What follows belongs to an exercise in optimizing a design on an open flow for small area and a short achievable clock period; a production flow would make more cautious choices.
Function was checked by simulation only, so behaviour that the tests miss may differ from the original.
No activity file was given, so power comes from the tool's default toggle rates.

== the reference run ==
==> flow/design.v <==
module aq_reduce_ctrl #(
  parameter  int unsigned DRAIN_TO = 64,
  localparam int unsigned GW       = 16,
  localparam int unsigned DW       = 32,
  localparam int unsigned CW       = 32
) (
  input  logic          RST_N,
  input  logic          CLK,
  input  logic [GW-1:0] CFG_ORG_X,
  input  logic [GW-1:0] CFG_ORG_Y,
  input  logic [GW-1:0] CFG_CNV_X,
  input  logic [GW-1:0] CFG_CNV_Y,
  input  logic          START,
  input  logic          ABORT,
  input  logic          S_TVALID,
  input  logic [DW-1:0] S_TDATA,
  output logic          S_TREADY,
  output logic [GW-1:0] ORG_X,
  output logic [GW-1:0] ORG_Y,
  output logic [GW-1:0] CNV_X,
  output logic [GW-1:0] CNV_Y,
  output logic          DIN_WE,
  output logic          DIN_FSYNC,
  output logic [DW-1:0] DIN,
  input  logic          DOUT_OE,
  input  logic          DOUT_LAST,
  output logic          BUSY,
  output logic          DONE,
  output logic          ERR,
  output logic [CW-1:0] OUT_CNT
);
  logic          r_busy, r_fsync, r_tready, r_drain, r_done;
  logic          r_err, r_din_we;
  logic [DW-1:0] r_din;
  logic [CW-1:0] r_out_cnt;
  logic [GW-1:0] r_org_x, r_org_y, r_cnv_x, r_cnv_y;
  logic [GW-1:0] r_px_x, r_px_y;
  logic [GW-1:0] r_oc_x, r_oc_y;
  logic          r_oc_over;
  function automatic logic [GW-1:0] f_dec(input logic [GW-1:0] a, input logic en);
    logic [GW-1:0] m;
    for (int i = 0; i < GW; i++) begin
      m = '0;
      for (int j = 0; j < i; j++) m[j] = 1'b1;
      f_dec[i] = a[i] ^ (en && ((a & m) == '0));
    end
  endfunction
  function automatic logic [CW:0] f_inc(input logic [CW-1:0] a, input logic en);
    logic [CW:0] x, m;
    x = {1'b0, a};
    for (int i = 0; i <= CW; i++) begin
      m = '0;
      for (int j = 0; j < i; j++) m[j] = 1'b1;
      f_inc[i] = x[i] ^ (en && ((x & m) == m));
    end
  endfunction
  function automatic logic f_le(input logic [GW-1:0] a, input logic [GW-1:0] b);
    logic [GW-1:0] gt, lt;
    logic          g, l;
    for (int i = 0; i < GW; i++) begin
      gt[i] = a[i] && !b[i];
      lt[i] = !a[i] && b[i];
    end
    for (int s = 1; s < GW; s = s * 2)
      for (int i = 0; i + s < GW; i += 2 * s) begin
        g = gt[i + 2 * s - 1] || (!lt[i + 2 * s - 1] && gt[i + s - 1]);
        l = lt[i + 2 * s - 1] || (!gt[i + 2 * s - 1] && lt[i + s - 1]);
        gt[i + 2 * s - 1] = g;
        lt[i + 2 * s - 1] = l;
      end
    f_le = !gt[GW-1];
  endfunction
  logic          w_cfg_ok, w_start_ok, w_fin, w_sync1, w_hs, w_px_row, w_last_px;
  logic          w_drain_to, w_oe_en, w_wrap, w_oc_row, w_oc_load, w_cnt_eq;
  logic [CW:0]   w_out_inc;
  logic [CW-1:0] w_out_cnt;
  logic [GW-1:0] w_org_x_nxt, w_org_y_nxt, w_cnv_x_nxt, w_cnv_y_nxt;
  assign w_cfg_ok   = (CFG_CNV_X != '0) && f_le(CFG_CNV_X, CFG_ORG_X) &&
                      (CFG_CNV_Y != '0) && f_le(CFG_CNV_Y, CFG_ORG_Y);
  assign w_start_ok = !r_busy && START && w_cfg_ok;
  assign w_fin      = r_busy && r_done;
  assign w_sync1    = r_busy && !r_fsync && !r_tready && !r_drain && !r_done;
  assign w_hs       = r_tready && S_TVALID;
  assign w_px_row   = r_px_x == GW'(1);
  assign w_last_px  = w_px_row && (r_px_y == GW'(1));
  assign w_drain_to = r_px_y[5:0] == 6'(1 - DRAIN_TO);
  assign w_oe_en    = DOUT_OE && r_busy && !r_done;
  assign w_out_cnt  = r_fsync ? '0 : r_out_cnt;
  assign w_out_inc  = f_inc(w_out_cnt, w_oe_en);
  assign w_wrap     = w_out_inc[CW];
  assign w_oc_row   = w_oe_en && (r_oc_x == GW'(1));
  assign w_oc_load  = w_wrap;
  assign w_cnt_eq   = !r_oc_over && (w_oe_en ? (w_oc_row && (r_oc_y == GW'(1)))
                                             : (r_oc_y == '0));
  assign w_org_x_nxt = w_start_ok ? CFG_ORG_X : r_org_x;
  assign w_org_y_nxt = w_start_ok ? CFG_ORG_Y : r_org_y;
  assign w_cnv_x_nxt = w_start_ok ? CFG_CNV_X : r_cnv_x;
  assign w_cnv_y_nxt = w_start_ok ? CFG_CNV_Y : r_cnv_y;
  always_ff @(posedge CLK or negedge RST_N) begin
    if (!RST_N) begin
      r_busy    <= 1'b0;
      r_fsync   <= 1'b0;
      r_tready  <= 1'b0;
      r_drain   <= 1'b0;
      r_done    <= 1'b0;
      r_err     <= 1'b0;
      r_din_we  <= 1'b0;
      r_din     <= '0;
      r_out_cnt <= '0;
      r_org_x   <= '0;
      r_org_y   <= '0;
      r_cnv_x   <= '0;
      r_cnv_y   <= '0;
      r_px_x    <= '0;
      r_px_y    <= '0;
      r_oc_x    <= '0;
      r_oc_y    <= '0;
      r_oc_over <= 1'b0;
    end else begin
      r_busy   <= r_busy ? (!ABORT && !r_done) : (START && w_cfg_ok);
      r_fsync  <= w_start_ok;
      r_tready <= !ABORT && (w_sync1 || (r_tready && !(w_hs && w_last_px)));
      r_drain  <= !ABORT && ((w_hs && w_last_px) || (r_drain && !DOUT_LAST && !w_drain_to));
      r_done   <= (!r_busy && START && !w_cfg_ok) ||
                  (r_drain && !ABORT && (DOUT_LAST || w_drain_to));
      if (r_busy && ABORT)                r_err <= 1'b1;
      else if (!r_busy && START)          r_err <= !w_cfg_ok;
      else if (r_drain && DOUT_LAST)      r_err <= r_err || !w_cnt_eq;
      else if (r_drain && w_drain_to)     r_err <= 1'b1;
      r_din_we <= w_hs && !ABORT;
      if (w_hs && !ABORT) r_din <= S_TDATA;
      r_out_cnt <= w_out_inc[CW-1:0];
      r_org_x   <= w_org_x_nxt;
      r_org_y   <= w_org_y_nxt;
      r_cnv_x   <= w_cnv_x_nxt;
      r_cnv_y   <= w_cnv_y_nxt;
      r_px_x <= (r_fsync || (w_hs && w_px_row)) ? r_org_x : f_dec(r_px_x, w_hs);
      r_px_y <= r_fsync ? r_org_y : f_dec(r_px_y, (w_hs && w_px_row) || r_drain);
      if (!r_busy) begin
        r_oc_x    <= CFG_CNV_X;
        r_oc_y    <= CFG_CNV_Y;
        r_oc_over <= 1'b0;
      end else begin
        r_oc_x    <= (w_oc_load || w_oc_row) ? r_cnv_x : f_dec(r_oc_x, w_oe_en);
        r_oc_y    <= w_oc_load ? r_cnv_y : f_dec(r_oc_y, w_oc_row);
        r_oc_over <= !w_oc_load && (r_oc_over || (w_oe_en && r_oc_y == '0));
      end
    end
  end
  assign S_TREADY  = r_tready;
  assign ORG_X     = r_org_x;
  assign ORG_Y     = r_org_y;
  assign CNV_X     = r_cnv_x;
  assign CNV_Y     = r_cnv_y;
  assign DIN_WE    = r_din_we;
  assign DIN_FSYNC = r_fsync;
  assign DIN       = r_din;
  assign BUSY      = r_busy;
  assign DONE      = r_done;
  assign ERR       = r_err;
  assign OUT_CNT   = w_out_cnt;
endmodule
clock: 8.0 ns
lec_check: 0
cap_margin: 20
core_margin: 2
core_utilization: 55
cts_buf_list: sky130_fd_sc_hd__clkbuf_8
cts_cluster_size: 10
setup_slack_margin: 4.5
slew_margin: 20
standard.sh (not shown) runs the stock make flow with config.mk's settings and CLKGATE_MAP_FILE= SYNTH_SCRIPT=/design/flow/synth_recipe.tcl, a recipe that flattens the netlist after the stock synthesis.
==> flow/flow/run.sh <==
#!/bin/bash
# Standard ORFS layout, but the port buffers are buf_1 cells.
set -euo pipefail
export BUFFER_PORTS_ARGS="-buffer_cell sky130_fd_sc_hd__buf_1"
bash standard.sh > standard.log 2>&1
Input changes introduced in the trial run (baseline for comparison: the reference run):
Settings: SETUP_SLACK_MARGIN: 4.5 -> 4.8; CTS_CLUSTER_SIZE: 10 -> unset; CTS_BUF_LIST: sky130_fd_sc_hd__clkbuf_8 -> unset.
--- outcome ---
- Re final area: the trial run is 480 µm² up on the reference run.
- The trial run against the reference run: pre-CTS worst setup slack went up 0.40 ns; detailed-route wire length went up 4.9%; total power went up about 7%.
- In the trial run, total of fill cells in the finished design is lower than in the reference run.
- The reference run has a lower maximum clock frequency than the trial run.
- Delta (the trial run minus the reference run): TritonCTS sink count barely changed, power attributed to the clock group higher.
- Side by side, longest individual stage delay on the worst path turned out lower in the trial run than in the reference run.

---

Starts from the design.v that is shown in full above.
export LEC_CHECK = 0
export CAP_MARGIN = 20
export CORE_MARGIN = 2
export CORE_UTILIZATION = 55
export SETUP_SLACK_MARGIN = 4.5
export SLEW_MARGIN = 20
create_clock -name core_clock -period 8.0 [get_ports {CLK}]
Scripts as last shown in full above: flow/flow/run.sh
Edit:
==> flow/flow/run.sh (replaced) <==
#!/bin/bash
# Standard ORFS layout with two changes: the port buffers are buf_1 cells, and
# synthesis maps the logic with flow/abc_speed.script (a delay-driven ABC map)
# in place of ORFS's own abc_speed.script. Everything else is ORFS's scripts.
set -euo pipefail
rm -rf myscripts
cp -r "$FLOW_HOME/scripts" myscripts
cp flow/abc_speed.script myscripts/abc_speed.script
export SCRIPTS_DIR="$PWD/myscripts"
export BUFFER_PORTS_ARGS="-buffer_cell sky130_fd_sc_hd__buf_1"
bash standard.sh > standard.log 2>&1
==> flow/flow/abc_speed.script (new file) <==
strash
balance
dch
map -D 100
topo
stime -c
buffer -c
upsize -c
dnsize -c
CTS_BUF_LIST = sky130_fd_sc_hd__clkbuf_8   (was not set)
CTS_CLUSTER_SIZE = 10   (was not set)
SETUP_SLACK_MARGIN = 5.0   (was 4.5)
Effect: The new run completed without violations; global-route usage went up by 3.5 points; cell area went up by 6.5%; routed wire length went up by 23%; count of clock-buffer cells in the layout went down by 1; utilization went down by 0.72 points; setup slack improves by 0.32 ns; combinational power went up by 4.8%; sequential share of layout area went down by 2.5 points; first-iteration DRC count went up by 100%; area after synthesis went up by 6.9%; sequential power hardly moves.
Edit:
==> flow/flow/abc_speed.script (replaced) <==
strash
balance
dch
map -D 100
topo
After rerunning: The new run ran to the end with no violations; setup slack degrades by 0.11 ns; via count went up by 5.2%; power went up by 2.1%; synthesized area went down by 4.1%; synthesized cell count went down by 4.1%.
Edit:
==> flow/flow/abc_speed.script (replaced) <==
strash
dch
map -D 1200
topo
stime -c
buffer -c
upsize -c
dnsize -c
CTS_CLUSTER_SIZE = 8   (was 10)
Core utilization shrinks by 0.51 points. Wire length is lower by 11%. First-iteration DRC count went down by about 4%. Sequential cell count is unchanged. Design area falls by 4.6%. Area after synthesis shrinks by about 4%. Power came out lower by about 5.3%. Worst hold slack is worse by 0.053 ns. Clock-buffer cell count does not change.

[what the ideal ports hide]
No port has a modelled driver above. Below, the same layouts with a new extraction and two added sets of constraints. Step 1 (the two cells are an assumption about what drives the block):
set clk [get_ports {CLK}]
set_driving_cell -lib_cell sky130_fd_sc_hd__clkbuf_16 $clk
set_driving_cell -lib_cell sky130_fd_sc_hd__buf_2 [delete_from_list [all_inputs] $clk]
Step 2 also shifts input and output timing later by t, the mid clock arrival at the registers, as if the neighbouring blocks saw the same clock. a / b / c = no drivers / after step 1 / after step 2; a / b = the first two.
run | t, ns | setup slack, ns | worst setup path at the end
the reference run | 0.518 | 4.518 / 4.537 / 4.019 | input to register
the trial run | 0.477 | 4.563 / 4.570 / 4.093 | input to register
the first run of note 2 | 0.482 | 4.545 / 4.570 / 4.088 | input to register
the second run of note 2 | 0.534 | 4.863 / 4.819 / 4.518 | input to register
the third run of note 2 | 0.531 | 4.758 / 4.717 / 4.452 | input to register
the fourth run of note 2 | 0.534 | 4.878 / 4.843 / 4.351 | input to register
After both steps setup and hold are still met in every run listed. The setup slack of the fourth run of note 2, which loses most, moves by -0.035 ns with the drivers and by -0.527 ns with both steps.
